From an optimization exercise on the open Yosys and OpenROAD flow, aimed at small area and a short achievable clock period; shortcuts taken in it are not production practice.
Function was checked by simulation only, so behaviour that the tests miss may differ from the original.

==> flow/design.v, too long to show whole: its modules and the start of the top module <==
// module config_capture: 50 lines
// module iir_first_order: 2363 lines
// module iir_cpa: 277 lines
// module iir_sub24: 271 lines
// module iir_fa: 10 lines
// module iir_bsel: 9 lines
// module iir_bsel0: 7 lines
// module iir_bx: 7 lines
// module iir_bxn: 7 lines
// module iir_fa1: 9 lines
// module iir_ha: 9 lines
// module adc_path: 53 lines
// module dac_spi_serializer: 113 lines
// module servo_frontend: 37 lines
module servo_frontend (
	input  logic         clk1,
	input  logic         i_rst_n,
	input  logic [127:0] i_cfg,
	input  logic [32:0]  i_adc,
	input  logic [24:0]  i_dac,
	output logic [3:0]   o_afe,
	output logic [72:0]  o_filt,
	output logic [2:0]   o_spi,
	output logic         o_ldac_n,
	output logic         o_dac_credit
);
  // ...
==> flow/run.sh <==
#!/bin/bash
# synth_recipe.tcl (not shown) runs the flow's synth.tcl, then flattens the netlist and writes it again
# the make line also repeats each setting of config.mk as NAME=value (left out here)
make -C /OpenROAD-flow-scripts/flow DESIGN_CONFIG=/design/flow/config.mk WORK_HOME=/design/flow/orfs CLKGATE_MAP_FILE= SYNTH_SCRIPT=/design/flow/synth_recipe.tcl finish
==> flow/config.mk <==
export PLATFORM = sky130hd
export DESIGN_NAME = servo_frontend
export DESIGN_NICKNAME = servo_frontend
export VERILOG_FILES = /design/flow/design.v
export SDC_FILE = /design/flow/constraint.sdc
export NUM_CORES = 4
export LEC_CHECK = 0
export ABC_AREA = 0
export CAP_MARGIN = 20
export CORE_MARGIN = 2
export CORE_UTILIZATION = 40
export SETUP_SLACK_MARGIN = 5
export SLEW_MARGIN = 20
export SYNTH_HIERARCHICAL = 1
export SYNTH_MINIMUM_KEEP_SIZE = 0
==> flow/constraint.sdc <==
create_clock -name core_clock -period 11.5 [get_ports {clk1}]
set_input_delay 2.3000 -clock core_clock [delete_from_list [all_inputs] [get_ports {clk1}]]
set_output_delay 2.3000 -clock core_clock [all_outputs]
set_load 0.01 [all_outputs]
==> run_results.csv, run 1 <==
group,metric,value,unit
timing,max_slew_margin,25.9,%
outcome,status,"finished clean",
finish,seq_cell_count,569,
timing,fin_skew,23.5,ps
placement,post-place-ws,3990,ps
finish,mostFrequentLayoutCells,"1,019 x xor2_1, 973 x o22ai_1, 938 x fa_1, 446 x dfxtp_1, 249 x clkdlybuf4s50_1",
timing,fmax,153,MHz
setup_path,crit_top_cell,"fa_1",
clocking,ctsResizeCount,116,
floorplan,dieArea,145000,um2
drt,wl_per_cell,26.3,um
drt,routed_wl,195000,um
grt,top_usage_layer,"met2",
setup_path,critPathRequiredTime,12040,ps
synthesis,yosysWarnings,18,
setup_path,crit_cells,25,
finish,ff_latch_area,12000,um2
drt,firstDrtPassIters,6,
setup_path,r2r_start,"u_adc_path.g_chan[0].u_iir.y_prev[12]",
drt,vias_per_cell,6.04,
finish,drive_above_1_share,10.8,%
min_path,hold_depth,1,
min_path,worstHoldPathType,"reg -> reg",
clocking,cts_buffer_depth,3,
timing,fin_ws,4980,ps
drt,route.met3.wl,19400,um
clocking,insertion_delay,690,ps
placement,post-dp-hpwl,130000,um
job,max_cap_violations,0,
setup_path,worstSetupPathType,"reg -> reg",
placement,portBuffers,251,
setup_path,arrival,7060,ps
==> module iir_cpa, before the edit <==
module iir_cpa (
	input  logic [39:0] g,
	input  logic [39:0] p,
	output logic [39:16] s
);
	logic pg_g79;
	logic pg_p80;
	logic pg_g81;
	logic pg_p82;
	logic pg_g83;
	logic pg_p84;
	logic pg_g85;
	logic pg_p86;
	logic pg_g87;
	logic pg_p88;
	logic pg_g89;
	logic pg_p90;
	logic pg_g91;
	logic pg_p92;
	logic pg_g93;
	logic pg_p94;
	logic pg_g95;
	logic pg_p96;
	logic pg_g97;
	logic pg_p98;
	logic pg_g99;
	logic pg_p100;
	logic pg_g101;
	logic pg_p102;
	logic pg_g103;
	logic pg_p104;
	logic pg_g105;
	logic pg_p106;
	logic pg_g107;
	logic pg_p108;
	logic pg_g109;
	logic pg_g110;
	logic pg_p111;
	logic pg_g112;
	logic pg_p113;
	logic pg_g114;
	logic pg_p115;
	logic pg_g116;
	logic pg_p117;
	logic pg_g118;
	logic pg_p119;
	logic pg_g120;
	logic pg_p121;
	logic pg_g122;
	logic pg_p123;
	logic pg_g124;
	logic pg_p125;
	logic pg_g126;
	logic pg_p127;
	logic pg_g128;
	logic pg_p129;
	logic pg_g130;
	logic pg_p131;
	logic pg_g132;
	logic pg_g133;
	logic pg_g134;
	logic pg_p135;
	logic pg_g136;
	logic pg_p137;
	logic pg_g138;
	logic pg_p139;
	logic pg_g140;
	logic pg_p141;
	logic pg_g142;
	logic pg_p143;
	logic pg_g144;
	logic pg_p145;
	logic pg_g146;
	logic pg_p147;
	logic pg_g148;
	logic pg_p149;
	logic pg_g150;
	logic pg_p151;
	logic pg_g152;
	logic pg_p153;
	logic pg_g154;
	logic pg_g155;
	logic pg_g156;
	logic pg_g157;
	logic pg_g158;
	logic pg_p159;
	logic pg_g160;
	logic pg_p161;
	logic pg_g162;
	logic pg_p163;
	logic pg_g164;
	logic pg_p165;
	logic pg_g166;
	logic pg_p167;
	logic pg_g168;
	logic pg_p169;
	logic pg_g170;
	logic pg_p171;
	logic pg_g172;
	logic pg_p173;
	logic pg_g174;
	logic pg_g175;
	logic pg_g176;
	logic pg_g177;
	logic pg_g178;
	logic pg_g179;
	logic pg_g180;
	logic pg_g181;
	logic pg_g182;
	logic pg_g183;
	logic pg_g184;
	logic pg_g185;
	logic pg_g186;
	logic pg_g187;
	logic pg_g188;
	logic pg_g189;
	logic c_sum190;
	logic c_sum191;
	logic c_sum192;
	logic c_sum193;
	logic c_sum194;
	logic c_sum195;
	logic c_sum196;
	logic c_sum197;
	logic c_sum198;
	logic c_sum199;
	logic c_sum200;
	logic c_sum201;
	logic c_sum202;
	logic c_sum203;
	logic c_sum204;
	logic c_sum205;
	logic c_sum206;
	logic c_sum207;
	logic c_sum208;
	logic c_sum209;
	logic c_sum210;
	logic c_sum211;
	logic c_sum212;
	logic c_sum213;
	assign pg_g79 = p[1] & g[0];
	assign pg_p80 = p[1] & p[0];
	assign pg_g81 = g[3] | (p[3] & g[2]);
	assign pg_p82 = p[3] & p[2];
	assign pg_g83 = g[5] | (p[5] & g[4]);
	assign pg_p84 = p[5] & p[4];
	assign pg_g85 = g[7] | (p[7] & g[6]);
	assign pg_p86 = p[7] & p[6];
	assign pg_g87 = g[9] | (p[9] & g[8]);
	assign pg_p88 = p[9] & p[8];
	assign pg_g89 = g[11] | (p[11] & g[10]);
	assign pg_p90 = p[11] & p[10];
	assign pg_g91 = g[13] | (p[13] & g[12]);
	assign pg_p92 = p[13] & p[12];
	assign pg_g93 = g[15] | (p[15] & g[14]);
	assign pg_p94 = p[15] & p[14];
	assign pg_g95 = pg_g81 | (pg_p82 & pg_g79);
	assign pg_p96 = pg_p82 & pg_p80;
	assign pg_g97 = pg_g85 | (pg_p86 & pg_g83);
	assign pg_p98 = pg_p86 & pg_p84;
	assign pg_g99 = pg_g89 | (pg_p90 & pg_g87);
	assign pg_p100 = pg_p90 & pg_p88;
	assign pg_g101 = pg_g93 | (pg_p94 & pg_g91);
	assign pg_p102 = pg_p94 & pg_p92;
	assign pg_g103 = pg_g97 | (pg_p98 & pg_g95);
	assign pg_p104 = pg_p98 & pg_p96;
	assign pg_g105 = pg_g101 | (pg_p102 & pg_g99);
	assign pg_p106 = pg_p102 & pg_p100;
	assign pg_g107 = pg_g105 | (pg_p106 & pg_g103);
	assign pg_p108 = pg_p106 & pg_p104;
	assign pg_g109 = g[16] | (p[16] & pg_g107);
	assign pg_g110 = g[18] | (p[18] & g[17]);
	assign pg_p111 = p[18] & p[17];
	assign pg_g112 = g[20] | (p[20] & g[19]);
	assign pg_p113 = p[20] & p[19];
	assign pg_g114 = g[22] | (p[22] & g[21]);
	assign pg_p115 = p[22] & p[21];
	assign pg_g116 = g[24] | (p[24] & g[23]);
	assign pg_p117 = p[24] & p[23];
	assign pg_g118 = g[26] | (p[26] & g[25]);
	assign pg_p119 = p[26] & p[25];
	assign pg_g120 = g[28] | (p[28] & g[27]);
	assign pg_p121 = p[28] & p[27];
	assign pg_g122 = g[30] | (p[30] & g[29]);
	assign pg_p123 = p[30] & p[29];
	assign pg_g124 = g[32] | (p[32] & g[31]);
	assign pg_p125 = p[32] & p[31];
	assign pg_g126 = g[34] | (p[34] & g[33]);
	assign pg_p127 = p[34] & p[33];
	assign pg_g128 = g[36] | (p[36] & g[35]);
	assign pg_p129 = p[36] & p[35];
	assign pg_g130 = g[38] | (p[38] & g[37]);
	assign pg_p131 = p[38] & p[37];
	assign pg_g132 = g[17] | (p[17] & pg_g109);
	assign pg_g133 = pg_g110 | (pg_p111 & pg_g109);
	assign pg_g134 = g[21] | (p[21] & pg_g112);
	assign pg_p135 = p[21] & pg_p113;
	assign pg_g136 = pg_g114 | (pg_p115 & pg_g112);
	assign pg_p137 = pg_p115 & pg_p113;
	assign pg_g138 = g[25] | (p[25] & pg_g116);
	assign pg_p139 = p[25] & pg_p117;
	assign pg_g140 = pg_g118 | (pg_p119 & pg_g116);
	assign pg_p141 = pg_p119 & pg_p117;
	assign pg_g142 = g[29] | (p[29] & pg_g120);
	assign pg_p143 = p[29] & pg_p121;
	assign pg_g144 = pg_g122 | (pg_p123 & pg_g120);
	assign pg_p145 = pg_p123 & pg_p121;
	assign pg_g146 = g[33] | (p[33] & pg_g124);
	assign pg_p147 = p[33] & pg_p125;
	assign pg_g148 = pg_g126 | (pg_p127 & pg_g124);
	assign pg_p149 = pg_p127 & pg_p125;
	assign pg_g150 = g[37] | (p[37] & pg_g128);
	assign pg_p151 = p[37] & pg_p129;
	assign pg_g152 = pg_g130 | (pg_p131 & pg_g128);
	assign pg_p153 = pg_p131 & pg_p129;
	assign pg_g154 = g[19] | (p[19] & pg_g133);
	assign pg_g155 = pg_g112 | (pg_p113 & pg_g133);
	assign pg_g156 = pg_g134 | (pg_p135 & pg_g133);
	assign pg_g157 = pg_g136 | (pg_p137 & pg_g133);
	assign pg_g158 = g[27] | (p[27] & pg_g140);
	assign pg_p159 = p[27] & pg_p141;
	assign pg_g160 = pg_g120 | (pg_p121 & pg_g140);
	assign pg_p161 = pg_p121 & pg_p141;
	assign pg_g162 = pg_g142 | (pg_p143 & pg_g140);
	assign pg_p163 = pg_p143 & pg_p141;
	assign pg_g164 = pg_g144 | (pg_p145 & pg_g140);
	assign pg_p165 = pg_p145 & pg_p141;
	assign pg_g166 = g[35] | (p[35] & pg_g148);
	assign pg_p167 = p[35] & pg_p149;
	assign pg_g168 = pg_g128 | (pg_p129 & pg_g148);
	assign pg_p169 = pg_p129 & pg_p149;
	assign pg_g170 = pg_g150 | (pg_p151 & pg_g148);
	assign pg_p171 = pg_p151 & pg_p149;
	assign pg_g172 = pg_g152 | (pg_p153 & pg_g148);
	assign pg_p173 = pg_p153 & pg_p149;
	assign pg_g174 = g[23] | (p[23] & pg_g157);
	assign pg_g175 = pg_g116 | (pg_p117 & pg_g157);
	assign pg_g176 = pg_g138 | (pg_p139 & pg_g157);
	assign pg_g177 = pg_g140 | (pg_p141 & pg_g157);
	assign pg_g178 = pg_g158 | (pg_p159 & pg_g157);
	assign pg_g179 = pg_g160 | (pg_p161 & pg_g157);
	assign pg_g180 = pg_g162 | (pg_p163 & pg_g157);
	assign pg_g181 = pg_g164 | (pg_p165 & pg_g157);
	assign pg_g182 = g[31] | (p[31] & pg_g181);
	assign pg_g183 = pg_g124 | (pg_p125 & pg_g181);
	assign pg_g184 = pg_g146 | (pg_p147 & pg_g181);
	assign pg_g185 = pg_g148 | (pg_p149 & pg_g181);
	assign pg_g186 = pg_g166 | (pg_p167 & pg_g181);
	assign pg_g187 = pg_g168 | (pg_p169 & pg_g181);
	assign pg_g188 = pg_g170 | (pg_p171 & pg_g181);
	assign pg_g189 = pg_g172 | (pg_p173 & pg_g181);
	assign c_sum190 = p[16] ^ pg_g107;
	assign c_sum191 = p[17] ^ pg_g109;
	assign c_sum192 = p[18] ^ pg_g132;
	assign c_sum193 = p[19] ^ pg_g133;
	assign c_sum194 = p[20] ^ pg_g154;
	assign c_sum195 = p[21] ^ pg_g155;
	assign c_sum196 = p[22] ^ pg_g156;
	assign c_sum197 = p[23] ^ pg_g157;
	assign c_sum198 = p[24] ^ pg_g174;
	assign c_sum199 = p[25] ^ pg_g175;
	assign c_sum200 = p[26] ^ pg_g176;
	assign c_sum201 = p[27] ^ pg_g177;
	assign c_sum202 = p[28] ^ pg_g178;
	assign c_sum203 = p[29] ^ pg_g179;
	assign c_sum204 = p[30] ^ pg_g180;
	assign c_sum205 = p[31] ^ pg_g181;
	assign c_sum206 = p[32] ^ pg_g182;
	assign c_sum207 = p[33] ^ pg_g183;
	assign c_sum208 = p[34] ^ pg_g184;
	assign c_sum209 = p[35] ^ pg_g185;
	assign c_sum210 = p[36] ^ pg_g186;
	assign c_sum211 = p[37] ^ pg_g187;
	assign c_sum212 = p[38] ^ pg_g188;
	assign c_sum213 = p[39] ^ pg_g189;
	assign s = {c_sum213, c_sum212, c_sum211, c_sum210, c_sum209, c_sum208, c_sum207, c_sum206, c_sum205, c_sum204, c_sum203, c_sum202, c_sum201, c_sum200, c_sum199, c_sum198, c_sum197, c_sum196, c_sum195, c_sum194, c_sum193, c_sum192, c_sum191, c_sum190};
endmodule
==> module iir_sub24, before the edit <==
module iir_sub24 (
	input  logic [23:0] a,
	input  logic [23:0] b,
	output logic [23:0] d
);
	logic [23:0] nb;
	assign nb = ~b;
	logic df_g214;
	logic df_p215;
	logic df_g216;
	logic df_p217;
	logic df_g218;
	logic df_p219;
	logic df_g220;
	logic df_p221;
	logic df_g222;
	logic df_p223;
	logic df_g224;
	logic df_p225;
	logic df_g226;
	logic df_p227;
	logic df_g228;
	logic df_p229;
	logic df_g230;
	logic df_p231;
	logic df_g232;
	logic df_p233;
	logic df_g234;
	logic df_p235;
	logic df_g236;
	logic df_p237;
	logic df_g238;
	logic df_p239;
	logic df_g240;
	logic df_p241;
	logic df_g242;
	logic df_p243;
	logic df_g244;
	logic df_p245;
	logic df_g246;
	logic df_p247;
	logic df_g248;
	logic df_p249;
	logic df_g250;
	logic df_p251;
	logic df_g252;
	logic df_p253;
	logic df_g254;
	logic df_p255;
	logic df_g256;
	logic df_p257;
	logic df_g258;
	logic df_p259;
	logic df_g260;
	logic df_p261;
	logic pg_g262;
	logic pg_g263;
	logic pg_p264;
	logic pg_g265;
	logic pg_p266;
	logic pg_g267;
	logic pg_p268;
	logic pg_g269;
	logic pg_p270;
	logic pg_g271;
	logic pg_p272;
	logic pg_g273;
	logic pg_p274;
	logic pg_g275;
	logic pg_p276;
	logic pg_g277;
	logic pg_p278;
	logic pg_g279;
	logic pg_p280;
	logic pg_g281;
	logic pg_p282;
	logic pg_g283;
	logic pg_p284;
	logic pg_g285;
	logic pg_g286;
	logic pg_p287;
	logic pg_g288;
	logic pg_p289;
	logic pg_g290;
	logic pg_p291;
	logic pg_g292;
	logic pg_p293;
	logic pg_g294;
	logic pg_p295;
	logic pg_g296;
	logic pg_g297;
	logic pg_p298;
	logic pg_g299;
	logic pg_p300;
	logic pg_g301;
	logic pg_g302;
	logic pg_g303;
	logic pg_g304;
	logic pg_g305;
	logic pg_g306;
	logic pg_g307;
	logic pg_g308;
	logic pg_g309;
	logic pg_g310;
	logic pg_g311;
	logic pg_g312;
	logic pg_g313;
	logic pg_g314;
	logic pg_g315;
	logic pg_g316;
	logic pg_g317;
	logic pg_g318;
	logic pg_g319;
	logic pg_g320;
	logic df_sum321;
	logic df_sum322;
	logic df_sum323;
	logic df_sum324;
	logic df_sum325;
	logic df_sum326;
	logic df_sum327;
	logic df_sum328;
	logic df_sum329;
	logic df_sum330;
	logic df_sum331;
	logic df_sum332;
	logic df_sum333;
	logic df_sum334;
	logic df_sum335;
	logic df_sum336;
	logic df_sum337;
	logic df_sum338;
	logic df_sum339;
	logic df_sum340;
	logic df_sum341;
	logic df_sum342;
	logic df_sum343;
	logic df_sum344;
	assign df_g214 = a[0] & nb[0];
	assign df_p215 = a[0] ^ nb[0];
	assign df_g216 = a[1] & nb[1];
	assign df_p217 = a[1] ^ nb[1];
	assign df_g218 = a[2] & nb[2];
	assign df_p219 = a[2] ^ nb[2];
	assign df_g220 = a[3] & nb[3];
	assign df_p221 = a[3] ^ nb[3];
	assign df_g222 = a[4] & nb[4];
	assign df_p223 = a[4] ^ nb[4];
	assign df_g224 = a[5] & nb[5];
	assign df_p225 = a[5] ^ nb[5];
	assign df_g226 = a[6] & nb[6];
	assign df_p227 = a[6] ^ nb[6];
	assign df_g228 = a[7] & nb[7];
	assign df_p229 = a[7] ^ nb[7];
	assign df_g230 = a[8] & nb[8];
	assign df_p231 = a[8] ^ nb[8];
	assign df_g232 = a[9] & nb[9];
	assign df_p233 = a[9] ^ nb[9];
	assign df_g234 = a[10] & nb[10];
	assign df_p235 = a[10] ^ nb[10];
	assign df_g236 = a[11] & nb[11];
	assign df_p237 = a[11] ^ nb[11];
	assign df_g238 = a[12] & nb[12];
	assign df_p239 = a[12] ^ nb[12];
	assign df_g240 = a[13] & nb[13];
	assign df_p241 = a[13] ^ nb[13];
	assign df_g242 = a[14] & nb[14];
	assign df_p243 = a[14] ^ nb[14];
	assign df_g244 = a[15] & nb[15];
	assign df_p245 = a[15] ^ nb[15];
	assign df_g246 = a[16] & nb[16];
	assign df_p247 = a[16] ^ nb[16];
	assign df_g248 = a[17] & nb[17];
	assign df_p249 = a[17] ^ nb[17];
	assign df_g250 = a[18] & nb[18];
	assign df_p251 = a[18] ^ nb[18];
	assign df_g252 = a[19] & nb[19];
	assign df_p253 = a[19] ^ nb[19];
	assign df_g254 = a[20] & nb[20];
	assign df_p255 = a[20] ^ nb[20];
	assign df_g256 = a[21] & nb[21];
	assign df_p257 = a[21] ^ nb[21];
	assign df_g258 = a[22] & nb[22];
	assign df_p259 = a[22] ^ nb[22];
	assign df_g260 = a[23] & nb[23];
	assign df_p261 = a[23] ^ nb[23];
	assign pg_g262 = df_g214 | (df_p215 & 1'b1);
	assign pg_g263 = df_g218 | (df_p219 & df_g216);
	assign pg_p264 = df_p219 & df_p217;
	assign pg_g265 = df_g222 | (df_p223 & df_g220);
	assign pg_p266 = df_p223 & df_p221;
	assign pg_g267 = df_g226 | (df_p227 & df_g224);
	assign pg_p268 = df_p227 & df_p225;
	assign pg_g269 = df_g230 | (df_p231 & df_g228);
	assign pg_p270 = df_p231 & df_p229;
	assign pg_g271 = df_g234 | (df_p235 & df_g232);
	assign pg_p272 = df_p235 & df_p233;
	assign pg_g273 = df_g238 | (df_p239 & df_g236);
	assign pg_p274 = df_p239 & df_p237;
	assign pg_g275 = df_g242 | (df_p243 & df_g240);
	assign pg_p276 = df_p243 & df_p241;
	assign pg_g277 = df_g246 | (df_p247 & df_g244);
	assign pg_p278 = df_p247 & df_p245;
	assign pg_g279 = df_g250 | (df_p251 & df_g248);
	assign pg_p280 = df_p251 & df_p249;
	assign pg_g281 = df_g254 | (df_p255 & df_g252);
	assign pg_p282 = df_p255 & df_p253;
	assign pg_g283 = df_g258 | (df_p259 & df_g256);
	assign pg_p284 = df_p259 & df_p257;
	assign pg_g285 = pg_g263 | (pg_p264 & pg_g262);
	assign pg_g286 = pg_g267 | (pg_p268 & pg_g265);
	assign pg_p287 = pg_p268 & pg_p266;
	assign pg_g288 = pg_g271 | (pg_p272 & pg_g269);
	assign pg_p289 = pg_p272 & pg_p270;
	assign pg_g290 = pg_g275 | (pg_p276 & pg_g273);
	assign pg_p291 = pg_p276 & pg_p274;
	assign pg_g292 = pg_g279 | (pg_p280 & pg_g277);
	assign pg_p293 = pg_p280 & pg_p278;
	assign pg_g294 = pg_g283 | (pg_p284 & pg_g281);
	assign pg_p295 = pg_p284 & pg_p282;
	assign pg_g296 = pg_g286 | (pg_p287 & pg_g285);
	assign pg_g297 = pg_g290 | (pg_p291 & pg_g288);
	assign pg_p298 = pg_p291 & pg_p289;
	assign pg_g299 = pg_g294 | (pg_p295 & pg_g292);
	assign pg_p300 = pg_p295 & pg_p293;
	assign pg_g301 = pg_g297 | (pg_p298 & pg_g296);
	assign pg_g302 = pg_g299 | (pg_p300 & pg_g301);
	assign pg_g303 = pg_g288 | (pg_p289 & pg_g296);
	assign pg_g304 = pg_g292 | (pg_p293 & pg_g301);
	assign pg_g305 = pg_g265 | (pg_p266 & pg_g285);
	assign pg_g306 = pg_g269 | (pg_p270 & pg_g296);
	assign pg_g307 = pg_g273 | (pg_p274 & pg_g303);
	assign pg_g308 = pg_g277 | (pg_p278 & pg_g301);
	assign pg_g309 = pg_g281 | (pg_p282 & pg_g304);
	assign pg_g310 = df_g216 | (df_p217 & pg_g262);
	assign pg_g311 = df_g220 | (df_p221 & pg_g285);
	assign pg_g312 = df_g224 | (df_p225 & pg_g305);
	assign pg_g313 = df_g228 | (df_p229 & pg_g296);
	assign pg_g314 = df_g232 | (df_p233 & pg_g306);
	assign pg_g315 = df_g236 | (df_p237 & pg_g303);
	assign pg_g316 = df_g240 | (df_p241 & pg_g307);
	assign pg_g317 = df_g244 | (df_p245 & pg_g301);
	assign pg_g318 = df_g248 | (df_p249 & pg_g308);
	assign pg_g319 = df_g252 | (df_p253 & pg_g304);
	assign pg_g320 = df_g256 | (df_p257 & pg_g309);
	assign df_sum321 = df_p215 ^ 1'b1;
	assign df_sum322 = df_p217 ^ pg_g262;
	assign df_sum323 = df_p219 ^ pg_g310;
	assign df_sum324 = df_p221 ^ pg_g285;
	assign df_sum325 = df_p223 ^ pg_g311;
	assign df_sum326 = df_p225 ^ pg_g305;
	assign df_sum327 = df_p227 ^ pg_g312;
	assign df_sum328 = df_p229 ^ pg_g296;
	assign df_sum329 = df_p231 ^ pg_g313;
	assign df_sum330 = df_p233 ^ pg_g306;
	assign df_sum331 = df_p235 ^ pg_g314;
	assign df_sum332 = df_p237 ^ pg_g303;
	assign df_sum333 = df_p239 ^ pg_g315;
	assign df_sum334 = df_p241 ^ pg_g307;
	assign df_sum335 = df_p243 ^ pg_g316;
	assign df_sum336 = df_p245 ^ pg_g301;
	assign df_sum337 = df_p247 ^ pg_g317;
	assign df_sum338 = df_p249 ^ pg_g308;
	assign df_sum339 = df_p251 ^ pg_g318;
	assign df_sum340 = df_p253 ^ pg_g304;
	assign df_sum341 = df_p255 ^ pg_g319;
	assign df_sum342 = df_p257 ^ pg_g309;
	assign df_sum343 = df_p259 ^ pg_g320;
	assign df_sum344 = df_p261 ^ pg_g302;
	assign d = {df_sum344, df_sum343, df_sum342, df_sum341, df_sum340, df_sum339, df_sum338, df_sum337, df_sum336, df_sum335, df_sum334, df_sum333, df_sum332, df_sum331, df_sum330, df_sum329, df_sum328, df_sum327, df_sum326, df_sum325, df_sum324, df_sum323, df_sum322, df_sum321};
endmodule
==> run 2: changes to the inputs <==
--- a/flow/design.v
+++ b/flow/design.v
@@ -2508,55 +2508,55 @@
 	logic pg_p131;
 	logic pg_g132;
 	logic pg_g133;
-	logic pg_g134;
-	logic pg_p135;
-	logic pg_g136;
-	logic pg_p137;
-	logic pg_g138;
-	logic pg_p139;
-	logic pg_g140;
-	logic pg_p141;
-	logic pg_g142;
-	logic pg_p143;
-	logic pg_g144;
-	logic pg_p145;
-	logic pg_g146;
-	logic pg_p147;
-	logic pg_g148;
-	logic pg_p149;
-	logic pg_g150;
-	logic pg_p151;
-	logic pg_g152;
-	logic pg_p153;
+	logic pg_p134;
+	logic pg_g135;
+	logic pg_p136;
+	logic pg_g137;
+	logic pg_p138;
+	logic pg_g139;
+	logic pg_p140;
+	logic pg_g141;
+	logic pg_p142;
+	logic pg_g143;
+	logic pg_p144;
+	logic pg_g145;
+	logic pg_p146;
+	logic pg_g147;
+	logic pg_p148;
+	logic pg_g149;
+	logic pg_p150;
+	logic pg_g151;
+	logic pg_p152;
+	logic pg_g153;
 	logic pg_g154;
 	logic pg_g155;
-	logic pg_g156;
+	logic pg_p156;
 	logic pg_g157;
-	logic pg_g158;
-	logic pg_p159;
-	logic pg_g160;
-	logic pg_p161;
-	logic pg_g162;
-	logic pg_p163;
-	logic pg_g164;
-	logic pg_p165;
-	logic pg_g166;
-	logic pg_p167;
-	logic pg_g168;
-	logic pg_p169;
-	logic pg_g170;
-	logic pg_p171;
+	logic pg_p158;
+	logic pg_g159;
+	logic pg_p160;
+	logic pg_g161;
+	logic pg_p162;
+	logic pg_g163;
+	logic pg_p164;
+	logic pg_g165;
+	logic pg_p166;
+	logic pg_g167;
+	logic pg_p168;
+	logic pg_g169;
+	logic pg_p170;
+	logic pg_g171;
 	logic pg_g172;
-	logic pg_p173;
+	logic pg_g173;
 	logic pg_g174;
 	logic pg_g175;
-	logic pg_g176;
+	logic pg_p176;
 	logic pg_g177;
-	logic pg_g178;
+	logic pg_p178;
 	logic pg_g179;
-	logic pg_g180;
+	logic pg_p180;
 	logic pg_g181;
-	logic pg_g182;
+	logic pg_p182;
 	logic pg_g183;
 	logic pg_g184;
 	logic pg_g185;
@@ -2564,14 +2564,14 @@
 	logic pg_g187;
 	logic pg_g188;
 	logic pg_g189;
-	logic c_sum190;
-	logic c_sum191;
-	logic c_sum192;
-	logic c_sum193;
-	logic c_sum194;
-	logic c_sum195;
-	logic c_sum196;
-	logic c_sum197;
+	logic pg_g190;
+	logic pg_g191;
+	logic pg_g192;
+	logic pg_g193;
+	logic pg_g194;
+	logic pg_g195;
+	logic pg_g196;
+	logic pg_g197;
 	logic c_sum198;
 	logic c_sum199;
 	logic c_sum200;
@@ -2588,6 +2588,14 @@
 	logic c_sum211;
 	logic c_sum212;
 	logic c_sum213;
+	logic c_sum214;
+	logic c_sum215;
+	logic c_sum216;
+	logic c_sum217;
+	logic c_sum218;
+	logic c_sum219;
+	logic c_sum220;
+	logic c_sum221;
 	assign pg_g79 = p[1] & g[0];
 	assign pg_p80 = p[1] & p[0];
 	assign pg_g81 = g[3] | (p[3] & g[2]);
@@ -2641,89 +2649,97 @@
 	assign pg_p129 = p[36] & p[35];
 	assign pg_g130 = g[38] | (p[38] & g[37]);
 	assign pg_p131 = p[38] & p[37];
-	assign pg_g132 = g[17] | (p[17] & pg_g109);
-	assign pg_g133 = pg_g110 | (pg_p111 & pg_g109);
-	assign pg_g134 = g[21] | (p[21] & pg_g112);
-	assign pg_p135 = p[21] & pg_p113;
-	assign pg_g136 = pg_g114 | (pg_p115 & pg_g112);
-	assign pg_p137 = pg_p115 & pg_p113;
-	assign pg_g138 = g[25] | (p[25] & pg_g116);
-	assign pg_p139 = p[25] & pg_p117;
-	assign pg_g140 = pg_g118 | (pg_p119 & pg_g116);
-	assign pg_p141 = pg_p119 & pg_p117;
-	assign pg_g142 = g[29] | (p[29] & pg_g120);
-	assign pg_p143 = p[29] & pg_p121;
-	assign pg_g144 = pg_g122 | (pg_p123 & pg_g120);
-	assign pg_p145 = pg_p123 & pg_p121;
-	assign pg_g146 = g[33] | (p[33] & pg_g124);
-	assign pg_p147 = p[33] & pg_p125;
-	assign pg_g148 = pg_g126 | (pg_p127 & pg_g124);
-	assign pg_p149 = pg_p127 & pg_p125;
-	assign pg_g150 = g[37] | (p[37] & pg_g128);
-	assign pg_p151 = p[37] & pg_p129;
-	assign pg_g152 = pg_g130 | (pg_p131 & pg_g128);
-	assign pg_p153 = pg_p131 & pg_p129;
-	assign pg_g154 = g[19] | (p[19] & pg_g133);
-	assign pg_g155 = pg_g112 | (pg_p113 & pg_g133);
-	assign pg_g156 = pg_g134 | (pg_p135 & pg_g133);
-	assign pg_g157 = pg_g136 | (pg_p137 & pg_g133);
-	assign pg_g158 = g[27] | (p[27] & pg_g140);
-	assign pg_p159 = p[27] & pg_p141;
-	assign pg_g160 = pg_g120 | (pg_p121 & pg_g140);
-	assign pg_p161 = pg_p121 & pg_p141;
-	assign pg_g162 = pg_g142 | (pg_p143 & pg_g140);
-	assign pg_p163 = pg_p143 & pg_p141;
-	assign pg_g164 = pg_g144 | (pg_p145 & pg_g140);
-	assign pg_p165 = pg_p145 & pg_p141;
-	assign pg_g166 = g[35] | (p[35] & pg_g148);
-	assign pg_p167 = p[35] & pg_p149;
-	assign pg_g168 = pg_g128 | (pg_p129 & pg_g148);
-	assign pg_p169 = pg_p129 & pg_p149;
-	assign pg_g170 = pg_g150 | (pg_p151 & pg_g148);
-	assign pg_p171 = pg_p151 & pg_p149;
-	assign pg_g172 = pg_g152 | (pg_p153 & pg_g148);
-	assign pg_p173 = pg_p153 & pg_p149;
-	assign pg_g174 = g[23] | (p[23] & pg_g157);
-	assign pg_g175 = pg_g116 | (pg_p117 & pg_g157);
-	assign pg_g176 = pg_g138 | (pg_p139 & pg_g157);
-	assign pg_g177 = pg_g140 | (pg_p141 & pg_g157);
-	assign pg_g178 = pg_g158 | (pg_p159 & pg_g157);
-	assign pg_g179 = pg_g160 | (pg_p161 & pg_g157);
-	assign pg_g180 = pg_g162 | (pg_p163 & pg_g157);
-	assign pg_g181 = pg_g164 | (pg_p165 & pg_g157);
-	assign pg_g182 = g[31] | (p[31] & pg_g181);
-	assign pg_g183 = pg_g124 | (pg_p125 & pg_g181);
-	assign pg_g184 = pg_g146 | (pg_p147 & pg_g181);
-	assign pg_g185 = pg_g148 | (pg_p149 & pg_g181);
-	assign pg_g186 = pg_g166 | (pg_p167 & pg_g181);
-	assign pg_g187 = pg_g168 | (pg_p169 & pg_g181);
-	assign pg_g188 = pg_g170 | (pg_p171 & pg_g181);
-	assign pg_g189 = pg_g172 | (pg_p173 & pg_g181);
-	assign c_sum190 = p[16] ^ pg_g107;
-	assign c_sum191 = p[17] ^ pg_g109;
-	assign c_sum192 = p[18] ^ pg_g132;
-	assign c_sum193 = p[19] ^ pg_g133;
-	assign c_sum194 = p[20] ^ pg_g154;
-	assign c_sum195 = p[21] ^ pg_g155;
-	assign c_sum196 = p[22] ^ pg_g156;
-	assign c_sum197 = p[23] ^ pg_g157;
-	assign c_sum198 = p[24] ^ pg_g174;
-	assign c_sum199 = p[25] ^ pg_g175;
-	assign c_sum200 = p[26] ^ pg_g176;
-	assign c_sum201 = p[27] ^ pg_g177;
-	assign c_sum202 = p[28] ^ pg_g178;
-	assign c_sum203 = p[29] ^ pg_g179;
-	assign c_sum204 = p[30] ^ pg_g180;
-	assign c_sum205 = p[31] ^ pg_g181;
-	assign c_sum206 = p[32] ^ pg_g182;
-	assign c_sum207 = p[33] ^ pg_g183;
-	assign c_sum208 = p[34] ^ pg_g184;
-	assign c_sum209 = p[35] ^ pg_g185;
-	assign c_sum210 = p[36] ^ pg_g186;
-	assign c_sum211 = p[37] ^ pg_g187;
-	assign c_sum212 = p[38] ^ pg_g188;
-	assign c_sum213 = p[39] ^ pg_g189;
-	assign s = {c_sum213, c_sum212, c_sum211, c_sum210, c_sum209, c_sum208, c_sum207, c_sum206, c_sum205, c_sum204, c_sum203, c_sum202, c_sum201, c_sum200, c_sum199, c_sum198, c_sum197, c_sum196, c_sum195, c_sum194, c_sum193, c_sum192, c_sum191, c_sum190};
+	assign pg_g132 = pg_g110 | (pg_p111 & pg_g109);
+	assign pg_g133 = pg_g112 | (pg_p113 & pg_g110);
+	assign pg_p134 = pg_p113 & pg_p111;
+	assign pg_g135 = pg_g114 | (pg_p115 & pg_g112);
+	assign pg_p136 = pg_p115 & pg_p113;
+	assign pg_g137 = pg_g116 | (pg_p117 & pg_g114);
+	assign pg_p138 = pg_p117 & pg_p115;
+	assign pg_g139 = pg_g118 | (pg_p119 & pg_g116);
+	assign pg_p140 = pg_p119 & pg_p117;
+	assign pg_g141 = pg_g120 | (pg_p121 & pg_g118);
+	assign pg_p142 = pg_p121 & pg_p119;
+	assign pg_g143 = pg_g122 | (pg_p123 & pg_g120);
+	assign pg_p144 = pg_p123 & pg_p121;
+	assign pg_g145 = pg_g124 | (pg_p125 & pg_g122);
+	assign pg_p146 = pg_p125 & pg_p123;
+	assign pg_g147 = pg_g126 | (pg_p127 & pg_g124);
+	assign pg_p148 = pg_p127 & pg_p125;
+	assign pg_g149 = pg_g128 | (pg_p129 & pg_g126);
+	assign pg_p150 = pg_p129 & pg_p127;
+	assign pg_g151 = pg_g130 | (pg_p131 & pg_g128);
+	assign pg_p152 = pg_p131 & pg_p129;
+	assign pg_g153 = pg_g133 | (pg_p134 & pg_g109);
+	assign pg_g154 = pg_g135 | (pg_p136 & pg_g132);
+	assign pg_g155 = pg_g137 | (pg_p138 & pg_g133);
+	assign pg_p156 = pg_p138 & pg_p134;
+	assign pg_g157 = pg_g139 | (pg_p140 & pg_g135);
+	assign pg_p158 = pg_p140 & pg_p136;
+	assign pg_g159 = pg_g141 | (pg_p142 & pg_g137);
+	assign pg_p160 = pg_p142 & pg_p138;
+	assign pg_g161 = pg_g143 | (pg_p144 & pg_g139);
+	assign pg_p162 = pg_p144 & pg_p140;
+	assign pg_g163 = pg_g145 | (pg_p146 & pg_g141);
+	assign pg_p164 = pg_p146 & pg_p142;
+	assign pg_g165 = pg_g147 | (pg_p148 & pg_g143);
+	assign pg_p166 = pg_p148 & pg_p144;
+	assign pg_g167 = pg_g149 | (pg_p150 & pg_g145);
+	assign pg_p168 = pg_p150 & pg_p146;
+	assign pg_g169 = pg_g151 | (pg_p152 & pg_g147);
+	assign pg_p170 = pg_p152 & pg_p148;
+	assign pg_g171 = pg_g155 | (pg_p156 & pg_g109);
+	assign pg_g172 = pg_g157 | (pg_p158 & pg_g132);
+	assign pg_g173 = pg_g159 | (pg_p160 & pg_g153);
+	assign pg_g174 = pg_g161 | (pg_p162 & pg_g154);
+	assign pg_g175 = pg_g163 | (pg_p164 & pg_g155);
+	assign pg_p176 = pg_p164 & pg_p156;
+	assign pg_g177 = pg_g165 | (pg_p166 & pg_g157);
+	assign pg_p178 = pg_p166 & pg_p158;
+	assign pg_g179 = pg_g167 | (pg_p168 & pg_g159);
+	assign pg_p180 = pg_p168 & pg_p160;
+	assign pg_g181 = pg_g169 | (pg_p170 & pg_g161);
+	assign pg_p182 = pg_p170 & pg_p162;
+	assign pg_g183 = pg_g175 | (pg_p176 & pg_g109);
+	assign pg_g184 = pg_g177 | (pg_p178 & pg_g132);
+	assign pg_g185 = pg_g179 | (pg_p180 & pg_g153);
+	assign pg_g186 = pg_g181 | (pg_p182 & pg_g154);
+	assign pg_g187 = g[17] | (p[17] & pg_g109);
+	assign pg_g188 = g[19] | (p[19] & pg_g132);
+	assign pg_g189 = g[21] | (p[21] & pg_g153);
+	assign pg_g190 = g[23] | (p[23] & pg_g154);
+	assign pg_g191 = g[25] | (p[25] & pg_g171);
+	assign pg_g192 = g[27] | (p[27] & pg_g172);
+	assign pg_g193 = g[29] | (p[29] & pg_g173);
+	assign pg_g194 = g[31] | (p[31] & pg_g174);
+	assign pg_g195 = g[33] | (p[33] & pg_g183);
+	assign pg_g196 = g[35] | (p[35] & pg_g184);
+	assign pg_g197 = g[37] | (p[37] & pg_g185);
+	assign c_sum198 = p[16] ^ pg_g107;
+	assign c_sum199 = p[17] ^ pg_g109;
+	assign c_sum200 = p[18] ^ pg_g187;
+	assign c_sum201 = p[19] ^ pg_g132;
+	assign c_sum202 = p[20] ^ pg_g188;
+	assign c_sum203 = p[21] ^ pg_g153;
+	assign c_sum204 = p[22] ^ pg_g189;
+	assign c_sum205 = p[23] ^ pg_g154;
+	assign c_sum206 = p[24] ^ pg_g190;
+	assign c_sum207 = p[25] ^ pg_g171;
+	assign c_sum208 = p[26] ^ pg_g191;
+	assign c_sum209 = p[27] ^ pg_g172;
+	assign c_sum210 = p[28] ^ pg_g192;
+	assign c_sum211 = p[29] ^ pg_g173;
+	assign c_sum212 = p[30] ^ pg_g193;
+	assign c_sum213 = p[31] ^ pg_g174;
+	assign c_sum214 = p[32] ^ pg_g194;
+	assign c_sum215 = p[33] ^ pg_g183;
+	assign c_sum216 = p[34] ^ pg_g195;
+	assign c_sum217 = p[35] ^ pg_g184;
+	assign c_sum218 = p[36] ^ pg_g196;
+	assign c_sum219 = p[37] ^ pg_g185;
+	assign c_sum220 = p[38] ^ pg_g197;
+	assign c_sum221 = p[39] ^ pg_g186;
+	assign s = {c_sum221, c_sum220, c_sum219, c_sum218, c_sum217, c_sum216, c_sum215, c_sum214, c_sum213, c_sum212, c_sum211, c_sum210, c_sum209, c_sum208, c_sum207, c_sum206, c_sum205, c_sum204, c_sum203, c_sum202, c_sum201, c_sum200, c_sum199, c_sum198};
 endmodule
 module iir_sub24 (
 	input  logic [23:0] a,
@@ -2732,14 +2748,6 @@
 );
 	logic [23:0] nb;
 	assign nb = ~b;
-	logic df_g214;
-	logic df_p215;
-	logic df_g216;
-	logic df_p217;
-	logic df_g218;
-	logic df_p219;
-	logic df_g220;
-	logic df_p221;
 	logic df_g222;
 	logic df_p223;
 	logic df_g224;
@@ -2780,15 +2788,15 @@
 	logic df_p259;
 	logic df_g260;
 	logic df_p261;
-	logic pg_g262;
-	logic pg_g263;
-	logic pg_p264;
-	logic pg_g265;
-	logic pg_p266;
-	logic pg_g267;
-	logic pg_p268;
-	logic pg_g269;
-	logic pg_p270;
+	logic df_g262;
+	logic df_p263;
+	logic df_g264;
+	logic df_p265;
+	logic df_g266;
+	logic df_p267;
+	logic df_g268;
+	logic df_p269;
+	logic pg_g270;
 	logic pg_g271;
 	logic pg_p272;
 	logic pg_g273;
@@ -2804,29 +2812,29 @@
 	logic pg_g283;
 	logic pg_p284;
 	logic pg_g285;
-	logic pg_g286;
-	logic pg_p287;
-	logic pg_g288;
-	logic pg_p289;
-	logic pg_g290;
-	logic pg_p291;
-	logic pg_g292;
-	logic pg_p293;
+	logic pg_p286;
+	logic pg_g287;
+	logic pg_p288;
+	logic pg_g289;
+	logic pg_p290;
+	logic pg_g291;
+	logic pg_p292;
+	logic pg_g293;
 	logic pg_g294;
 	logic pg_p295;
 	logic pg_g296;
-	logic pg_g297;
-	logic pg_p298;
-	logic pg_g299;
-	logic pg_p300;
-	logic pg_g301;
+	logic pg_p297;
+	logic pg_g298;
+	logic pg_p299;
+	logic pg_g300;
+	logic pg_p301;
 	logic pg_g302;
-	logic pg_g303;
+	logic pg_p303;
 	logic pg_g304;
 	logic pg_g305;
-	logic pg_g306;
+	logic pg_p306;
 	logic pg_g307;
-	logic pg_g308;
+	logic pg_p308;
 	logic pg_g309;
 	logic pg_g310;
 	logic pg_g311;
@@ -2839,14 +2847,14 @@
 	logic pg_g318;
 	logic pg_g319;
 	logic pg_g320;
-	logic df_sum321;
-	logic df_sum322;
-	logic df_sum323;
-	logic df_sum324;
-	logic df_sum325;
-	logic df_sum326;
-	logic df_sum327;
-	logic df_sum328;
+	logic pg_g321;
+	logic pg_g322;
+	logic pg_g323;
+	logic pg_g324;
+	logic pg_g325;
+	logic pg_g326;
+	logic pg_g327;
+	logic pg_g328;
 	logic df_sum329;
 	logic df_sum330;
 	logic df_sum331;
@@ -2863,138 +2871,146 @@
 	logic df_sum342;
 	logic df_sum343;
 	logic df_sum344;
-	assign df_g214 = a[0] & nb[0];
-	assign df_p215 = a[0] ^ nb[0];
-	assign df_g216 = a[1] & nb[1];
-	assign df_p217 = a[1] ^ nb[1];
-	assign df_g218 = a[2] & nb[2];
-	assign df_p219 = a[2] ^ nb[2];
-	assign df_g220 = a[3] & nb[3];
-	assign df_p221 = a[3] ^ nb[3];
-	assign df_g222 = a[4] & nb[4];
-	assign df_p223 = a[4] ^ nb[4];
-	assign df_g224 = a[5] & nb[5];
-	assign df_p225 = a[5] ^ nb[5];
-	assign df_g226 = a[6] & nb[6];
-	assign df_p227 = a[6] ^ nb[6];
-	assign df_g228 = a[7] & nb[7];
-	assign df_p229 = a[7] ^ nb[7];
-	assign df_g230 = a[8] & nb[8];
-	assign df_p231 = a[8] ^ nb[8];
-	assign df_g232 = a[9] & nb[9];
-	assign df_p233 = a[9] ^ nb[9];
-	assign df_g234 = a[10] & nb[10];
-	assign df_p235 = a[10] ^ nb[10];
-	assign df_g236 = a[11] & nb[11];
-	assign df_p237 = a[11] ^ nb[11];
-	assign df_g238 = a[12] & nb[12];
-	assign df_p239 = a[12] ^ nb[12];
-	assign df_g240 = a[13] & nb[13];
-	assign df_p241 = a[13] ^ nb[13];
-	assign df_g242 = a[14] & nb[14];
-	assign df_p243 = a[14] ^ nb[14];
-	assign df_g244 = a[15] & nb[15];
-	assign df_p245 = a[15] ^ nb[15];
-	assign df_g246 = a[16] & nb[16];
-	assign df_p247 = a[16] ^ nb[16];
-	assign df_g248 = a[17] & nb[17];
-	assign df_p249 = a[17] ^ nb[17];
-	assign df_g250 = a[18] & nb[18];
-	assign df_p251 = a[18] ^ nb[18];
-	assign df_g252 = a[19] & nb[19];
-	assign df_p253 = a[19] ^ nb[19];
-	assign df_g254 = a[20] & nb[20];
-	assign df_p255 = a[20] ^ nb[20];
-	assign df_g256 = a[21] & nb[21];
-	assign df_p257 = a[21] ^ nb[21];
-	assign df_g258 = a[22] & nb[22];
-	assign df_p259 = a[22] ^ nb[22];
-	assign df_g260 = a[23] & nb[23];
-	assign df_p261 = a[23] ^ nb[23];
-	assign pg_g262 = df_g214 | (df_p215 & 1'b1);
-	assign pg_g263 = df_g218 | (df_p219 & df_g216);
-	assign pg_p264 = df_p219 & df_p217;
-	assign pg_g265 = df_g222 | (df_p223 & df_g220);
-	assign pg_p266 = df_p223 & df_p221;
-	assign pg_g267 = df_g226 | (df_p227 & df_g224);
-	assign pg_p268 = df_p227 & df_p225;
-	assign pg_g269 = df_g230 | (df_p231 & df_g228);
-	assign pg_p270 = df_p231 & df_p229;
-	assign pg_g271 = df_g234 | (df_p235 & df_g232);
-	assign pg_p272 = df_p235 & df_p233;
-	assign pg_g273 = df_g238 | (df_p239 & df_g236);
-	assign pg_p274 = df_p239 & df_p237;
-	assign pg_g275 = df_g242 | (df_p243 & df_g240);
-	assign pg_p276 = df_p243 & df_p241;
-	assign pg_g277 = df_g246 | (df_p247 & df_g244);
-	assign pg_p278 = df_p247 & df_p245;
-	assign pg_g279 = df_g250 | (df_p251 & df_g248);
-	assign pg_p280 = df_p251 & df_p249;
-	assign pg_g281 = df_g254 | (df_p255 & df_g252);
-	assign pg_p282 = df_p255 & df_p253;
-	assign pg_g283 = df_g258 | (df_p259 & df_g256);
-	assign pg_p284 = df_p259 & df_p257;
-	assign pg_g285 = pg_g263 | (pg_p264 & pg_g262);
-	assign pg_g286 = pg_g267 | (pg_p268 & pg_g265);
-	assign pg_p287 = pg_p268 & pg_p266;
-	assign pg_g288 = pg_g271 | (pg_p272 & pg_g269);
-	assign pg_p289 = pg_p272 & pg_p270;
-	assign pg_g290 = pg_g275 | (pg_p276 & pg_g273);
-	assign pg_p291 = pg_p276 & pg_p274;
-	assign pg_g292 = pg_g279 | (pg_p280 & pg_g277);
-	assign pg_p293 = pg_p280 & pg_p278;
-	assign pg_g294 = pg_g283 | (pg_p284 & pg_g281);
-	assign pg_p295 = pg_p284 & pg_p282;
-	assign pg_g296 = pg_g286 | (pg_p287 & pg_g285);
-	assign pg_g297 = pg_g290 | (pg_p291 & pg_g288);
-	assign pg_p298 = pg_p291 & pg_p289;
-	assign pg_g299 = pg_g294 | (pg_p295 & pg_g292);
-	assign pg_p300 = pg_p295 & pg_p293;
-	assign pg_g301 = pg_g297 | (pg_p298 & pg_g296);
-	assign pg_g302 = pg_g299 | (pg_p300 & pg_g301);
-	assign pg_g303 = pg_g288 | (pg_p289 & pg_g296);
-	assign pg_g304 = pg_g292 | (pg_p293 & pg_g301);
-	assign pg_g305 = pg_g265 | (pg_p266 & pg_g285);
-	assign pg_g306 = pg_g269 | (pg_p270 & pg_g296);
-	assign pg_g307 = pg_g273 | (pg_p274 & pg_g303);
-	assign pg_g308 = pg_g277 | (pg_p278 & pg_g301);
-	assign pg_g309 = pg_g281 | (pg_p282 & pg_g304);
-	assign pg_g310 = df_g216 | (df_p217 & pg_g262);
-	assign pg_g311 = df_g220 | (df_p221 & pg_g285);
-	assign pg_g312 = df_g224 | (df_p225 & pg_g305);
-	assign pg_g313 = df_g228 | (df_p229 & pg_g296);
-	assign pg_g314 = df_g232 | (df_p233 & pg_g306);
-	assign pg_g315 = df_g236 | (df_p237 & pg_g303);
-	assign pg_g316 = df_g240 | (df_p241 & pg_g307);
-	assign pg_g317 = df_g244 | (df_p245 & pg_g301);
-	assign pg_g318 = df_g248 | (df_p249 & pg_g308);
-	assign pg_g319 = df_g252 | (df_p253 & pg_g304);
-	assign pg_g320 = df_g256 | (df_p257 & pg_g309);
-	assign df_sum321 = df_p215 ^ 1'b1;
-	assign df_sum322 = df_p217 ^ pg_g262;
-	assign df_sum323 = df_p219 ^ pg_g310;
-	assign df_sum324 = df_p221 ^ pg_g285;
-	assign df_sum325 = df_p223 ^ pg_g311;
-	assign df_sum326 = df_p225 ^ pg_g305;
-	assign df_sum327 = df_p227 ^ pg_g312;
-	assign df_sum328 = df_p229 ^ pg_g296;
-	assign df_sum329 = df_p231 ^ pg_g313;
-	assign df_sum330 = df_p233 ^ pg_g306;
-	assign df_sum331 = df_p235 ^ pg_g314;
-	assign df_sum332 = df_p237 ^ pg_g303;
-	assign df_sum333 = df_p239 ^ pg_g315;
-	assign df_sum334 = df_p241 ^ pg_g307;
-	assign df_sum335 = df_p243 ^ pg_g316;
-	assign df_sum336 = df_p245 ^ pg_g301;
-	assign df_sum337 = df_p247 ^ pg_g317;
-	assign df_sum338 = df_p249 ^ pg_g308;
-	assign df_sum339 = df_p251 ^ pg_g318;
-	assign df_sum340 = df_p253 ^ pg_g304;
-	assign df_sum341 = df_p255 ^ pg_g319;
-	assign df_sum342 = df_p257 ^ pg_g309;
-	assign df_sum343 = df_p259 ^ pg_g320;
-	assign df_sum344 = df_p261 ^ pg_g302;
-	assign d = {df_sum344, df_sum343, df_sum342, df_sum341, df_sum340, df_sum339, df_sum338, df_sum337, df_sum336, df_sum335, df_sum334, df_sum333, df_sum332, df_sum331, df_sum330, df_sum329, df_sum328, df_sum327, df_sum326, df_sum325, df_sum324, df_sum323, df_sum322, df_sum321};
+	logic df_sum345;
+	logic df_sum346;
+	logic df_sum347;
+	logic df_sum348;
+	logic df_sum349;
+	logic df_sum350;
+	logic df_sum351;
+	logic df_sum352;
+	assign df_g222 = a[0] & nb[0];
+	assign df_p223 = a[0] ^ nb[0];
+	assign df_g224 = a[1] & nb[1];
+	assign df_p225 = a[1] ^ nb[1];
+	assign df_g226 = a[2] & nb[2];
+	assign df_p227 = a[2] ^ nb[2];
+	assign df_g228 = a[3] & nb[3];
+	assign df_p229 = a[3] ^ nb[3];
+	assign df_g230 = a[4] & nb[4];
+	assign df_p231 = a[4] ^ nb[4];
+	assign df_g232 = a[5] & nb[5];
+	assign df_p233 = a[5] ^ nb[5];
+	assign df_g234 = a[6] & nb[6];
+	assign df_p235 = a[6] ^ nb[6];
+	assign df_g236 = a[7] & nb[7];
+	assign df_p237 = a[7] ^ nb[7];
+	assign df_g238 = a[8] & nb[8];
+	assign df_p239 = a[8] ^ nb[8];
+	assign df_g240 = a[9] & nb[9];
+	assign df_p241 = a[9] ^ nb[9];
+	assign df_g242 = a[10] & nb[10];
+	assign df_p243 = a[10] ^ nb[10];
+	assign df_g244 = a[11] & nb[11];
+	assign df_p245 = a[11] ^ nb[11];
+	assign df_g246 = a[12] & nb[12];
+	assign df_p247 = a[12] ^ nb[12];
+	assign df_g248 = a[13] & nb[13];
+	assign df_p249 = a[13] ^ nb[13];
+	assign df_g250 = a[14] & nb[14];
+	assign df_p251 = a[14] ^ nb[14];
+	assign df_g252 = a[15] & nb[15];
+	assign df_p253 = a[15] ^ nb[15];
+	assign df_g254 = a[16] & nb[16];
+	assign df_p255 = a[16] ^ nb[16];
+	assign df_g256 = a[17] & nb[17];
+	assign df_p257 = a[17] ^ nb[17];
+	assign df_g258 = a[18] & nb[18];
+	assign df_p259 = a[18] ^ nb[18];
+	assign df_g260 = a[19] & nb[19];
+	assign df_p261 = a[19] ^ nb[19];
+	assign df_g262 = a[20] & nb[20];
+	assign df_p263 = a[20] ^ nb[20];
+	assign df_g264 = a[21] & nb[21];
+	assign df_p265 = a[21] ^ nb[21];
+	assign df_g266 = a[22] & nb[22];
+	assign df_p267 = a[22] ^ nb[22];
+	assign df_g268 = a[23] & nb[23];
+	assign df_p269 = a[23] ^ nb[23];
+	assign pg_g270 = df_g222 | (df_p223 & 1'b1);
+	assign pg_g271 = df_g226 | (df_p227 & df_g224);
+	assign pg_p272 = df_p227 & df_p225;
+	assign pg_g273 = df_g230 | (df_p231 & df_g228);
+	assign pg_p274 = df_p231 & df_p229;
+	assign pg_g275 = df_g234 | (df_p235 & df_g232);
+	assign pg_p276 = df_p235 & df_p233;
+	assign pg_g277 = df_g238 | (df_p239 & df_g236);
+	assign pg_p278 = df_p239 & df_p237;
+	assign pg_g279 = df_g242 | (df_p243 & df_g240);
+	assign pg_p280 = df_p243 & df_p241;
+	assign pg_g281 = df_g246 | (df_p247 & df_g244);
+	assign pg_p282 = df_p247 & df_p245;
+	assign pg_g283 = df_g250 | (df_p251 & df_g248);
+	assign pg_p284 = df_p251 & df_p249;
+	assign pg_g285 = df_g254 | (df_p255 & df_g252);
+	assign pg_p286 = df_p255 & df_p253;
+	assign pg_g287 = df_g258 | (df_p259 & df_g256);
+	assign pg_p288 = df_p259 & df_p257;
+	assign pg_g289 = df_g262 | (df_p263 & df_g260);
+	assign pg_p290 = df_p263 & df_p261;
+	assign pg_g291 = df_g266 | (df_p267 & df_g264);
+	assign pg_p292 = df_p267 & df_p265;
+	assign pg_g293 = pg_g271 | (pg_p272 & pg_g270);
+	assign pg_g294 = pg_g275 | (pg_p276 & pg_g273);
+	assign pg_p295 = pg_p276 & pg_p274;
+	assign pg_g296 = pg_g279 | (pg_p280 & pg_g277);
+	assign pg_p297 = pg_p280 & pg_p278;
+	assign pg_g298 = pg_g283 | (pg_p284 & pg_g281);
+	assign pg_p299 = pg_p284 & pg_p282;
+	assign pg_g300 = pg_g287 | (pg_p288 & pg_g285);
+	assign pg_p301 = pg_p288 & pg_p286;
+	assign pg_g302 = pg_g291 | (pg_p292 & pg_g289);
+	assign pg_p303 = pg_p292 & pg_p290;
+	assign pg_g304 = pg_g294 | (pg_p295 & pg_g293);
+	assign pg_g305 = pg_g298 | (pg_p299 & pg_g296);
+	assign pg_p306 = pg_p299 & pg_p297;
+	assign pg_g307 = pg_g302 | (pg_p303 & pg_g300);
+	assign pg_p308 = pg_p303 & pg_p301;
+	assign pg_g309 = pg_g305 | (pg_p306 & pg_g304);
+	assign pg_g310 = pg_g307 | (pg_p308 & pg_g309);
+	assign pg_g311 = pg_g296 | (pg_p297 & pg_g304);
+	assign pg_g312 = pg_g300 | (pg_p301 & pg_g309);
+	assign pg_g313 = pg_g273 | (pg_p274 & pg_g293);
+	assign pg_g314 = pg_g277 | (pg_p278 & pg_g304);
+	assign pg_g315 = pg_g281 | (pg_p282 & pg_g311);
+	assign pg_g316 = pg_g285 | (pg_p286 & pg_g309);
+	assign pg_g317 = pg_g289 | (pg_p290 & pg_g312);
+	assign pg_g318 = df_g224 | (df_p225 & pg_g270);
+	assign pg_g319 = df_g228 | (df_p229 & pg_g293);
+	assign pg_g320 = df_g232 | (df_p233 & pg_g313);
+	assign pg_g321 = df_g236 | (df_p237 & pg_g304);
+	assign pg_g322 = df_g240 | (df_p241 & pg_g314);
+	assign pg_g323 = df_g244 | (df_p245 & pg_g311);
+	assign pg_g324 = df_g248 | (df_p249 & pg_g315);
+	assign pg_g325 = df_g252 | (df_p253 & pg_g309);
+	assign pg_g326 = df_g256 | (df_p257 & pg_g316);
+	assign pg_g327 = df_g260 | (df_p261 & pg_g312);
+	assign pg_g328 = df_g264 | (df_p265 & pg_g317);
+	assign df_sum329 = df_p223 ^ 1'b1;
+	assign df_sum330 = df_p225 ^ pg_g270;
+	assign df_sum331 = df_p227 ^ pg_g318;
+	assign df_sum332 = df_p229 ^ pg_g293;
+	assign df_sum333 = df_p231 ^ pg_g319;
+	assign df_sum334 = df_p233 ^ pg_g313;
+	assign df_sum335 = df_p235 ^ pg_g320;
+	assign df_sum336 = df_p237 ^ pg_g304;
+	assign df_sum337 = df_p239 ^ pg_g321;
+	assign df_sum338 = df_p241 ^ pg_g314;
+	assign df_sum339 = df_p243 ^ pg_g322;
+	assign df_sum340 = df_p245 ^ pg_g311;
+	assign df_sum341 = df_p247 ^ pg_g323;
+	assign df_sum342 = df_p249 ^ pg_g315;
+	assign df_sum343 = df_p251 ^ pg_g324;
+	assign df_sum344 = df_p253 ^ pg_g309;
+	assign df_sum345 = df_p255 ^ pg_g325;
+	assign df_sum346 = df_p257 ^ pg_g316;
+	assign df_sum347 = df_p259 ^ pg_g326;
+	assign df_sum348 = df_p261 ^ pg_g312;
+	assign df_sum349 = df_p263 ^ pg_g327;
+	assign df_sum350 = df_p265 ^ pg_g317;
+	assign df_sum351 = df_p267 ^ pg_g328;
+	assign df_sum352 = df_p269 ^ pg_g310;
+	assign d = {df_sum352, df_sum351, df_sum350, df_sum349, df_sum348, df_sum347, df_sum346, df_sum345, df_sum344, df_sum343, df_sum342, df_sum341, df_sum340, df_sum339, df_sum338, df_sum337, df_sum336, df_sum335, df_sum334, df_sum333, df_sum332, df_sum331, df_sum330, df_sum329};
 endmodule
 module iir_fa (
 	input  logic a,
==> run 2 against run 1 <==
  * Count of clock-buffer cells in the layout shrank 4
  * Non-clock buffer count grew 16
  * First-iteration DRC count shrank 1.0%
  * Routed wire length shrank 0.15%
  * Die area grew 0.17%
  * Area after synthesis grew 0.17%
  * Sequential share of layout area is essentially flat
  * Register-to-register slack gained 160 ps
  * Design area is essentially flat
==> run_results.csv, run 2 <==
group,metric,value,unit
setup_path,crit_top_cell,"fa_1",
clocking,clockRootBuffer,"clkbuf_16",
clocking,cts_buffers,71,
finish,fillers,12900,
timing,fin_crit_sh,55.3,%
finish,fin_area,66400,um2
setup_path,critPathBufInv,3,
synthesis,synth_cells,5043,
clocking,clk_pin_slew,60,ps
floorplan,core,141000,um2
setup_path,cp-start-kind,"register",
timing,fin_skew,41.9,ps
drt,vias_per_cell,6.06,
drt,wl_per_cell,26.2,um
drt,drc,0,
drt,drt_iter0_markers,5079,
finish,final_nets,6843,
timing,min_period,6350,ps
clocking,cts_buffer_depth,3,
drt,firstDrtPassIters,7,
finish,drive_above_1_share,10.9,%
min_path,hold_end,"u_adc_path.g_chan[1].u_iir.b0_rn[15]",
floorplan,die_w,381,um
timing,finalHoldViolCount,0,
setup_path,worstSetupPathType,"reg -> reg",
setup_path,cp_max_fo,10,
setup_path,cp_cell_sequence,"clkinvlp_4 > buf_4 > buf_12 > o22ai_1 > xor2_1 > fa_1 > fa_1 > fa_1 > fa_1 > fa_1 > fa_1 > ha_1 > a21oi_1 > o21ai_1 > nor2_4 > a21oi_4 > o211ai_1 > nand2_1 > ha_1 > nor2_1 > xnor2_1 > mux2i_1 > a21oi_1",
grt,grt_util_all_layers,26.5,%
clocking,numClockSinks,569,
timing,rsz0062_at_grt,"true",
setup_path,critPathRequiredTime,12090,ps
grt,grt_overflow,0,
grt,antenna_found_initial,4,
setup_path,r2r_start,"u_adc_path.g_chan[0].u_iir.y_prev[10]",
placement,gp_congestion,0.900,
drt,antenna_left,0,
setup_path,regToRegSetupSlack,5150,ps
floorplan,dieArea,145000,um2
finish,n_antenna_cell,0,
grt,grt_pass1_wl,295000,um
clocking,insertion_delay,690,ps
timing,fmax,157,MHz
synthesis,syn_area_per_cell,11.3,um2
finish,final_common_cell,"xor2_1",
floorplan,num_rows,138,
finish,top_regs,"u_adc_path.g_chan.u_iir.p1_a: 64 flops, u_adc_path.g_chan.u_iir.p1_b: 64 flops, u_adc_path.g_chan.u_iir.y_prev: 48 flops",
synthesis,synth_nets,6395,
finish,mostFrequentLayoutCells,"1,018 x xor2_1, 988 x o22ai_1, 941 x fa_1, 448 x dfxtp_1, 249 x clkdlybuf4s50_1",
placement,portBuffers,251,
drt,routed_wl,195000,um
setup_path,endpoint_kind,"register",
setup_path,cp_slowest_stage_delay,540,ps
setup_path,cp_slowest_cell,"fa_1",
timing,max_slew_margin,27.8,%
grt,grt_max_degree,76,
clocking,cts_tree,"built",
floorplan,ioPinCount,270,
placement,placed_cell_area,61700,um2
min_path,min_from,"u_config_capture.b0_q[1][15]",
setup_path,arrival,6940,ps
placement,dp_cells,7168,
setup_path,regToRegEndpoint,"u_adc_path.g_chan[0].u_iir.y_prev[22]",
synthesis,synth_area,56900,um2
timing,worst_pin_slew,1080,ps
placement,post-dp-hpwl,131000,um
synthesis,yosysWarnings,18,
clocking,htreeDepth,3,
finish,area.growth.synth_to_final,16.7,%
setup_path,r2r_cells,23,
timing,setup_viol,0,
grt,grt_pass1_vias,47800,
job,max_cap_violations,0,
floorplan,start_util,40.2,%
outcome,status,"finished clean",
finish,fin_cells,7440,
timing,whs,354,ps
min_path,worstHoldPathType,"reg -> reg",
timing,final-max-slew-violation-count,0,
setup_path,cp_top_family,"adder cells",
timing,fin_tns_setup,0,ps
floorplan,die_height,381,um
min_path,hold_depth,1,
drt,vias,45100,
[run 2: layer usage]
layer  global-route usage, %  wire (um)  vias to the layer above  part of all wire, %
li1                        -          -                    18800                    -
met1                    36.2      80000                    22900                   41
met2                    39.4      85800                     2771                   44
met3                    5.54      18400                      565                  9.4
met4                    13.8      10500                        6                  5.4
met5                       0         34                        -                0.017
[run 2: worst max path at each step]
stage | startpoint | end | cells after the start
CTS | u_adc_path.g_chan[1].u_iir.y_prev[13] | u_adc_path.g_chan[1].u_iir.y_prev[12] | 25
floorplan | u_adc_path.g_chan[0].u_iir.x_cur[3] | u_adc_path.g_chan[0].u_iir.y_prev[12] | 22
global placement | u_adc_path.g_chan[1].u_iir.y_prev[11] | u_adc_path.g_chan[1].u_iir.y_prev[12] | 24
finish | u_adc_path.g_chan[0].u_iir.y_prev[10] | u_adc_path.g_chan[0].u_iir.y_prev[22] | 23
global route | u_adc_path.g_chan[1].u_iir.y_prev[11] | u_adc_path.g_chan[1].u_iir.y_prev[22] | 26
detailed placement | u_adc_path.g_chan[1].u_iir.y_prev[11] | u_adc_path.g_chan[1].u_iir.y_prev[12] | 24
[run 2: final cells by class]
cell class,count,area [um2],area share (%)
clock buffer,89,2030,3.06
clock inverter,43,623,0.939
inverter,190,863,1.30
multi-input combinational,4144,43700,65.8
sequential,569,12000,18.0
tap,1890,2360,3.56
timing repair buffer,515,4830,7.27
[run 2: what timing repair did]
| action | CTS | global route |
|---|---|---|
| buffers inserted | 120 | 20 |
| resized for setup | 65 | 159 |
| pin swaps | 1 | 60 |
| gates cloned | 0 | 0 |
| setup endpoints to repair | 32 | 32 |
| hold buffers | 0 | 0 |
[run 2: through the flow]
stage	setup WS (ps)	utilization (%)
6_report	5150	46.9
5_1_grt	4930	46.9
4_1_cts	5000	46.4
3_5_place_dp	4490	43.6
3_3_place_gp	4530	43.6
2_1_floorplan	5110	-
[run 2: worst reg2reg max path: stages (launching register included)]
cell        delay, ps
dfxtp_2           390
clkinvlp_4        230
buf_4             210
buf_12            140
o22ai_1           190
xor2_1            230
fa_1              490
fa_1              540
fa_1              460
fa_1              400
fa_1              510
fa_1              410
ha_1              350
a21oi_1           200
o21ai_1           170
nor2_4            290
a21oi_4           100
o211ai_1          170
nand2_1            80
ha_1              180
nor2_1            130
xnor2_1           150
mux2i_1           100
a21oi_1           160

port drivers added, routing unchanged:
No port has a modelled driver above. Below, the same layouts with a new extraction and two added sets of constraints. Step 1 sets driving cells, clkbuf_16 on the clock port and buf_2 on the other inputs (assumed; they add their load-dependent delay and slew). Step 2 also shifts input and output timing later by t, the mid clock arrival at the registers, as if the neighbouring blocks saw the same clock. Three values: ideal, step 1, step 2; two values: the first two.
run	t (ns)	setup slack, ns	slew at the worst register clock pin (ns)	cell pins on the clock port's net
run 1	0.750	4.982 / 4.982 / 4.982	0.07 / 0.07	1
run 2	0.748	5.146 / 5.146 / 5.146	0.07 / 0.07	1
After both steps every run listed still meets setup and hold.
